What follows belongs to an exercise in optimizing a design on an open flow for small area and a short achievable clock period; a production flow would make more cautious choices. Function was checked by simulation only, so behaviour that the tests miss may differ from the original. Power figures rest on the tool's default switching activity, not on a simulated workload.

==> build 41 <==
## spiral_matrix_order
module spiral_matrix_order #(
  parameter int unsigned MAX_ROWS  = 16,
  parameter int unsigned MAX_COLS  = 16,
  parameter int unsigned DATA_BITS = 32
) (
  input  logic                                clk,
  input  logic                                rst,
  input  logic                                req_valid,
  output logic                                req_stall,
  input  spm_pkg::req_item_t                  req,
  output logic                                rsp_valid,
  input  logic                                rsp_stall,
  output spm_pkg::rsp_item_t                  rsp,
  input  logic                                cfg_valid,
  output logic                                cfg_ready,
  input  logic [spm_pkg::CFG_INDEX_BITS-1:0]  cfg_index,
  input  logic [spm_pkg::COUNT_BITS-1:0]      cfg_data
);
  function automatic logic [3:0] clamp_m1(input logic [4:0] v);
    logic [3:0] res;
    if (v == 5'd0) begin
      res = 4'd0;
    end else if (v[4]) begin
      res = 4'd15;
    end else begin
      res = 4'(v - 5'd1);
    end
    clamp_m1 = res;
  endfunction
  logic [3:0] rows_m1, cols_m1, rows_m1_next, cols_m1_next;
  logic       cfg_row, cfg_col, cfg_hit;
  logic [3:0] ld_row, ld_col;
  logic [7:0] ld_addr;
  logic       req_fire, emit_fire, load_fire;
  logic [3:0] walk_row, walk_col;
  logic       walk_last;
  logic [7:0] walk_addr;
  logic [DATA_BITS-1:0] rd_data;
  ...
Settings: LEC_CHECK=0, ABC_CLOCK_PERIOD_IN_PS=3500, CAP_MARGIN=20, CORE_MARGIN=2, CORE_UTILIZATION=55, CTS_BUF_LIST=sky130_fd_sc_hd__clkbuf_16, CTS_CLUSTER_DIAMETER=70, CTS_CLUSTER_SIZE=30, PLACE_DENSITY=0.7, SETUP_SLACK_MARGIN=4.6, SLEW_MARGIN=20, SYNTH_MEMORY_MAX_BITS=16384; clock period 8.0 ns.
run.sh (not shown) runs the stock make flow with config.mk's settings and CLKGATE_MAP_FILE= SYNTH_SCRIPT=/design/flow/synth_recipe.tcl, a recipe that flattens the netlist after the stock synthesis.
==> trial 56 (differences from build 41) <==
--- a/flow/design.v
+++ b/flow/design.v
@@ -36,12 +36,14 @@
 ) (
   input  logic                     clk,
   input  logic                     we,
   input  logic [7:0]               waddr,
   input  logic [WIDTH-1:0]         wdata,
-  input  logic                     rload,
-  input  logic [7:0]               raddr_new,
+  input  logic [7:0]               raddr,
+  input  logic [31:0]              rbank,   
+  input  logic [7:0]               rpos,    
+  output logic [2:0]               ph_next,
   output logic [WIDTH-1:0]         rdata
 );
   localparam int unsigned NB = 32;   
   localparam int unsigned NS = 8;    
   logic [2:0] ph, ph1;   
@@ -56,36 +58,47 @@
   always_ff @(posedge clk) begin
     dl_v <= {dl_v[NS-2:0], we};
     dl_a <= {dl_a[NS-2:0], waddr};
     dl_d <= {dl_d[NS-2:0], wdata};
   end
-  logic [NS-1:0]  nv;
-  logic [NS-1:0][7:0] na;
   logic [NS-1:0]  cz, cn, sz_d, sn_d, sz, sn;
   logic [NB-1:0]  ins_d_en, ins_en;
   logic           any_z;
+  logic           new_z, new_n;
+  logic [NB-1:0]  new_bank, old_n_bank;
+  logic           old_z;
   always_comb begin
     logic seen_z;
-    nv = {dl_v[NS-2:0], we};
-    na = {dl_a[NS-2:0], waddr};
-    for (int j = 0; j < NS; j++) begin
-      cz[j] = nv[j] && na[j][2:0] == ph1 && na[j][7:3] == 5'd0;
-      cn[j] = nv[j] && na[j][2:0] == ph1 && na[j][7:3] != 5'd0;
-    end
-    seen_z = 1'b0;
-    for (int j = 0; j < NS; j++) begin
-      sz_d[j] = cz[j] && !seen_z;
+    new_z = waddr[2:0] == ph1 && waddr[7:3] == 5'd0;
+    new_n = waddr[2:0] == ph1 && waddr[7:3] != 5'd0;
+    for (int b = 0; b < NB; b++) begin
+      new_bank[b] = waddr[2:0] == ph1 && waddr[7:3] == 5'(b);
+    end
+    cz[0] = we && new_z;
+    cn[0] = we && new_n;
+    for (int j = 1; j < NS; j++) begin
+      cz[j] = dl_v[j-1] && dl_a[j-1][2:0] == ph1 && dl_a[j-1][7:3] == 5'd0;
+      cn[j] = dl_v[j-1] && dl_a[j-1][2:0] == ph1 && dl_a[j-1][7:3] != 5'd0;
+    end
+    seen_z  = 1'b0;
+    sz_d[0] = cz[0];
+    for (int j = 1; j < NS; j++) begin
+      sz_d[j] = cz[j] && !seen_z && !cz[0];
       seen_z  = seen_z || cz[j];
     end
+    old_z = seen_z;
     sn_d = cn;
-    ins_d_en[0] = seen_z;
-    for (int b = 1; b < NB; b++) begin
-      ins_d_en[b] = 1'b0;
-      for (int j = 0; j < NS; j++) begin
-        ins_d_en[b] = ins_d_en[b] || (cn[j] && na[j][7:3] == 5'(b));
+    for (int b = 0; b < NB; b++) begin
+      old_n_bank[b] = 1'b0;
+      for (int j = 1; j < NS; j++) begin
+        old_n_bank[b] = old_n_bank[b] || (cn[j] && dl_a[j-1][7:3] == 5'(b));
       end
     end
+    ins_d_en[0] = (we && new_z) || old_z;
+    for (int b = 1; b < NB; b++) begin
+      ins_d_en[b] = (we && new_bank[b]) || old_n_bank[b];
+    end
   end
   always_ff @(posedge clk) begin
     sz     <= sz_d;
     sn     <= sn_d;
     ins_en <= ins_d_en;
@@ -111,47 +124,30 @@
         ring[b][p] <= ring[b][p+1];
       end
       ring[b][NS-1] <= ins_en[b] ? ins_d : ring[b][0];
     end
   end
-  logic [7:0]       r_addr;
-  logic [NB-1:0]    r_bank;    
-  logic [NS-1:0]    r_pos;     
-  logic [2:0]       pos_new;
-  assign pos_new = raddr_new[2:0] - ph1;
-  always_ff @(posedge clk) begin
-    if (rload) begin
-      r_addr <= raddr_new;
-      for (int i = 0; i < NB; i++) begin
-        r_bank[i] <= raddr_new[7:3] == 5'(i);
-      end
-      for (int i = 0; i < NS; i++) begin
-        r_pos[i]  <= pos_new == 3'(i);
-      end
-    end else begin
-      r_pos <= {r_pos[0], r_pos[NS-1:1]};
-    end
-  end
+  assign ph_next = ph1;
   logic [NS-1:0][WIDTH-1:0] pos_rd;
   logic [WIDTH-1:0] ring_rd, byp_d;
   logic [NS-1:0]    hit, hsel;
   logic             any_hit;
   always_comb begin
     logic seen;
     for (int p = 0; p < NS; p++) begin
       pos_rd[p] = '0;
       for (int b = 0; b < NB; b++) begin
-        pos_rd[p] = pos_rd[p] | (ring[b][p] & {WIDTH{r_bank[b]}});
+        pos_rd[p] = pos_rd[p] | (ring[b][p] & {WIDTH{rbank[b]}});
       end
     end
     ring_rd = '0;
     for (int p = 0; p < NS; p++) begin
-      ring_rd = ring_rd | (pos_rd[p] & {WIDTH{r_pos[p]}});
+      ring_rd = ring_rd | (pos_rd[p] & {WIDTH{rpos[p]}});
     end
     seen = 1'b0;
     for (int j = 0; j < NS; j++) begin
-      hit[j]  = dl_v[j] && dl_a[j] == r_addr;
+      hit[j]  = dl_v[j] && dl_a[j] == raddr;
       hsel[j] = hit[j] && !seen;
       seen    = seen || hit[j];
     end
     any_hit = seen;
     byp_d = '0;
@@ -167,14 +163,17 @@
   input  logic       restart,
   input  logic       step,
   input  logic [3:0] rows_m1_new,   
   input  logic [3:0] cols_m1_new,   
   input  logic [4:0] cols_cur,      
+  input  logic [2:0] ph_next,       
   output logic [3:0] row,
   output logic [3:0] col,
   output logic       last,
-  output logic [7:0] addr
+  output logic [7:0] addr,
+  output logic [31:0] addr_bank,    
+  output logic [7:0]  addr_pos      
 );
   localparam int unsigned HR = 0, HD = 1, HL = 2, HU = 3;
   logic [3:0] head;
   logic [3:0] seg_rem;           
   logic       seg_end;           
@@ -186,17 +185,57 @@
   logic       horiz;             
   logic       next_zero, next_one;
   logic [3:0] next_len;
   logic [3:0] nhead;
   logic [7:0] cols8;
+  logic [31:0] bank_q;
+  logic [7:0]  pos_q;
+  logic [3:0][7:0]  cand;         
+  logic [3:0][31:0] cand_bank;
+  logic [3:0][7:0]  cand_pos;
+  logic [31:0] step_bank;
+  logic [7:0]  step_pos;
+  logic [2:0]  zero_pos;
   assign horiz     = head[HR] || head[HL];
   assign next_len  = horiz ? v_len : h_len;
   assign next_zero = horiz ? v_zero : h_zero;
   assign next_one  = horiz ? v_one : h_one;
   assign last      = seg_end && next_zero;
   assign nhead     = seg_end ? {head[2:0], head[3]} : head;
   assign cols8     = 8'(cols_cur);
+  always_comb begin
+    cand[HR] = addr_q + 8'd1;
+    cand[HD] = addr_q + cols8;
+    cand[HL] = addr_q - 8'd1;
+    cand[HU] = addr_q - cols8;
+    for (int h = 0; h < 4; h++) begin
+      logic [2:0] pos;
+      pos = cand[h][2:0] - ph_next;
+      for (int i = 0; i < 32; i++) cand_bank[h][i] = cand[h][7:3] == 5'(i);
+      for (int i = 0; i < 8; i++)  cand_pos[h][i]  = pos == 3'(i);
+    end
+    step_bank = '0;
+    step_pos  = '0;
+    for (int h = 0; h < 4; h++) begin
+      step_bank = step_bank | (cand_bank[h] & {32{nhead[h]}});
+      step_pos  = step_pos  | (cand_pos[h]  & {8{nhead[h]}});
+    end
+    zero_pos = 3'd0 - ph_next;
+  end
+  always_ff @(posedge clk) begin
+    if (rst || restart || (step && last)) begin
+      bank_q <= 32'd1;
+      for (int i = 0; i < 8; i++) pos_q[i] <= zero_pos == 3'(i);
+    end else if (step) begin
+      bank_q <= step_bank;
+      pos_q  <= step_pos;
+    end else begin
+      pos_q  <= {pos_q[0], pos_q[7:1]};
+    end
+  end
+  assign addr_bank = bank_q;
+  assign addr_pos  = pos_q;
   always_ff @(posedge clk) begin
     if (rst || restart || (step && last)) begin
       head    <= 4'b0001;
       seg_rem <= cols_m1_new;
       seg_end <= cols_m1_new == 4'd0;
@@ -284,11 +323,14 @@
   logic [7:0] ld_addr;
   logic       req_fire, emit_fire, load_fire;
   logic [3:0] walk_row, walk_col;
   logic       walk_last;
   logic [7:0] walk_addr;
-  logic [DATA_BITS-1:0] rd_data;
+  logic [31:0] walk_bank;
+  logic [7:0]  walk_pos;
+  logic [2:0]  ph_next;
+  logic [DATA_BITS-1:0] rd_data, p_data;
   logic       p_valid, p_advance, stall_pair;
   logic [3:0] p_row, p_col;
   logic       p_last;
   logic       p_valid_next, rsp_valid_next;
   assign cfg_ready = 1'b1;
@@ -343,25 +385,30 @@
     .restart    (load_fire || cfg_hit),
     .step       (emit_fire),
     .rows_m1_new(rows_m1_next),
     .cols_m1_new(cols_m1_next),
     .cols_cur   (5'(cols_m1) + 5'd1),
+    .ph_next    (ph_next),
     .row        (walk_row),
     .col        (walk_col),
     .last       (walk_last),
-    .addr       (walk_addr)
+    .addr       (walk_addr),
+    .addr_bank  (walk_bank),
+    .addr_pos   (walk_pos)
   );
   spm_ram #(
     .WIDTH(DATA_BITS),
     .DEPTH(MAX_ROWS * MAX_COLS)
   ) u_store (
     .clk  (clk),
     .we   (load_fire),
     .waddr(ld_addr),
     .wdata(DATA_BITS'($unsigned(req.load_value))),
-    .rload(emit_fire),
-    .raddr_new(walk_addr),
+    .raddr(walk_addr),
+    .rbank(walk_bank),
+    .rpos (walk_pos),
+    .ph_next(ph_next),
     .rdata(rd_data)
   );
   always_comb begin
     p_valid_next = p_valid;
     if (rst) begin
@@ -385,18 +432,19 @@
     rsp_valid  <= rsp_valid_next;
     stall_pair <= p_valid_next && rsp_valid_next;
   end
   always_ff @(posedge clk) begin
     if (emit_fire) begin
+      p_data <= rd_data;
       p_row  <= walk_row;
       p_col  <= walk_col;
       p_last <= walk_last;
     end
   end
   always_ff @(posedge clk) begin
     if (p_advance) begin
-      rsp.element        <= spm_pkg::FIELD_BITS'(rd_data);
+      rsp.element        <= spm_pkg::FIELD_BITS'(p_data);
       rsp.row_index      <= p_row;
       rsp.col_index      <= p_col;
       rsp.last_of_spiral <= p_last;
     end
   end
Settings changed: CORE_UTILIZATION 55 to 62, PLACE_DENSITY 0.7 to 0.78, SETUP_SLACK_MARGIN 4.6 to 4.5.
==> out/qor.yml <==
detailed_routing:
  wl_um: 973000
  met1_length_um: 350000
logic_synthesis:
  synthAdderAreaFrac_pct: 0.168
grt:
  grt_pass1_vias: 166000
status:
  outcome: "finished clean"
The numbers above come from build 41.

==> out/qor.yml <==
logic_synthesis:
  synthAdderAreaFrac_pct: 0.256
status:
  outcome: "finished clean"
clock_tree:
  clkLatencyLatePin_ps: 1100
setup_path:
  critical_path.top_delay_family: "compound AO/OA/AOI/OAI gates"
grt:
  grt_pass1_vias: 170000
  track_usage_pct: 44.7
die:
  core_um2: 392000
power:
  p_seq_share_pct: 63.5
timing:
  worst_pin_slew_ps: 1360
detailed_routing:
  met1_length_um: 330000
The numbers above come from trial 56.

==> port drivers added, routing unchanged <==
How much do the figures lean on ideal ports? The routed layouts below were timed once more, with nothing changed but the port constraints. Step 1 (the two cells are an assumption about what drives the block):
set clk [get_ports {clk}]
set_driving_cell -lib_cell sky130_fd_sc_hd__clkbuf_16 $clk
set_driving_cell -lib_cell sky130_fd_sc_hd__buf_2 [delete_from_list [all_inputs] $clk]
Step 2 times the ports against the registers' clock, not the clock port: input delays grow and output delays shrink by t, the midpoint of the rising clock arrivals with the driver on. a / b / c = ideal / step 1 / step 2; a / b = the first two.
run | t (ns) | slack for setup (ns) | hold WS [ns]
build 41 | 1.167 | 4.308 / 4.183 / 3.687 | 0.312 / 0.312 / 0.312
trial 56 | 1.166 | 4.287 / 4.287 / 3.614 | 0.306 / 0.306 / 0.306
After both steps every run listed still meets setup and hold. For trial 56, which loses most, drivers alone change the setup slack by 0.000 ns; drivers and shift together by -0.673 ns.
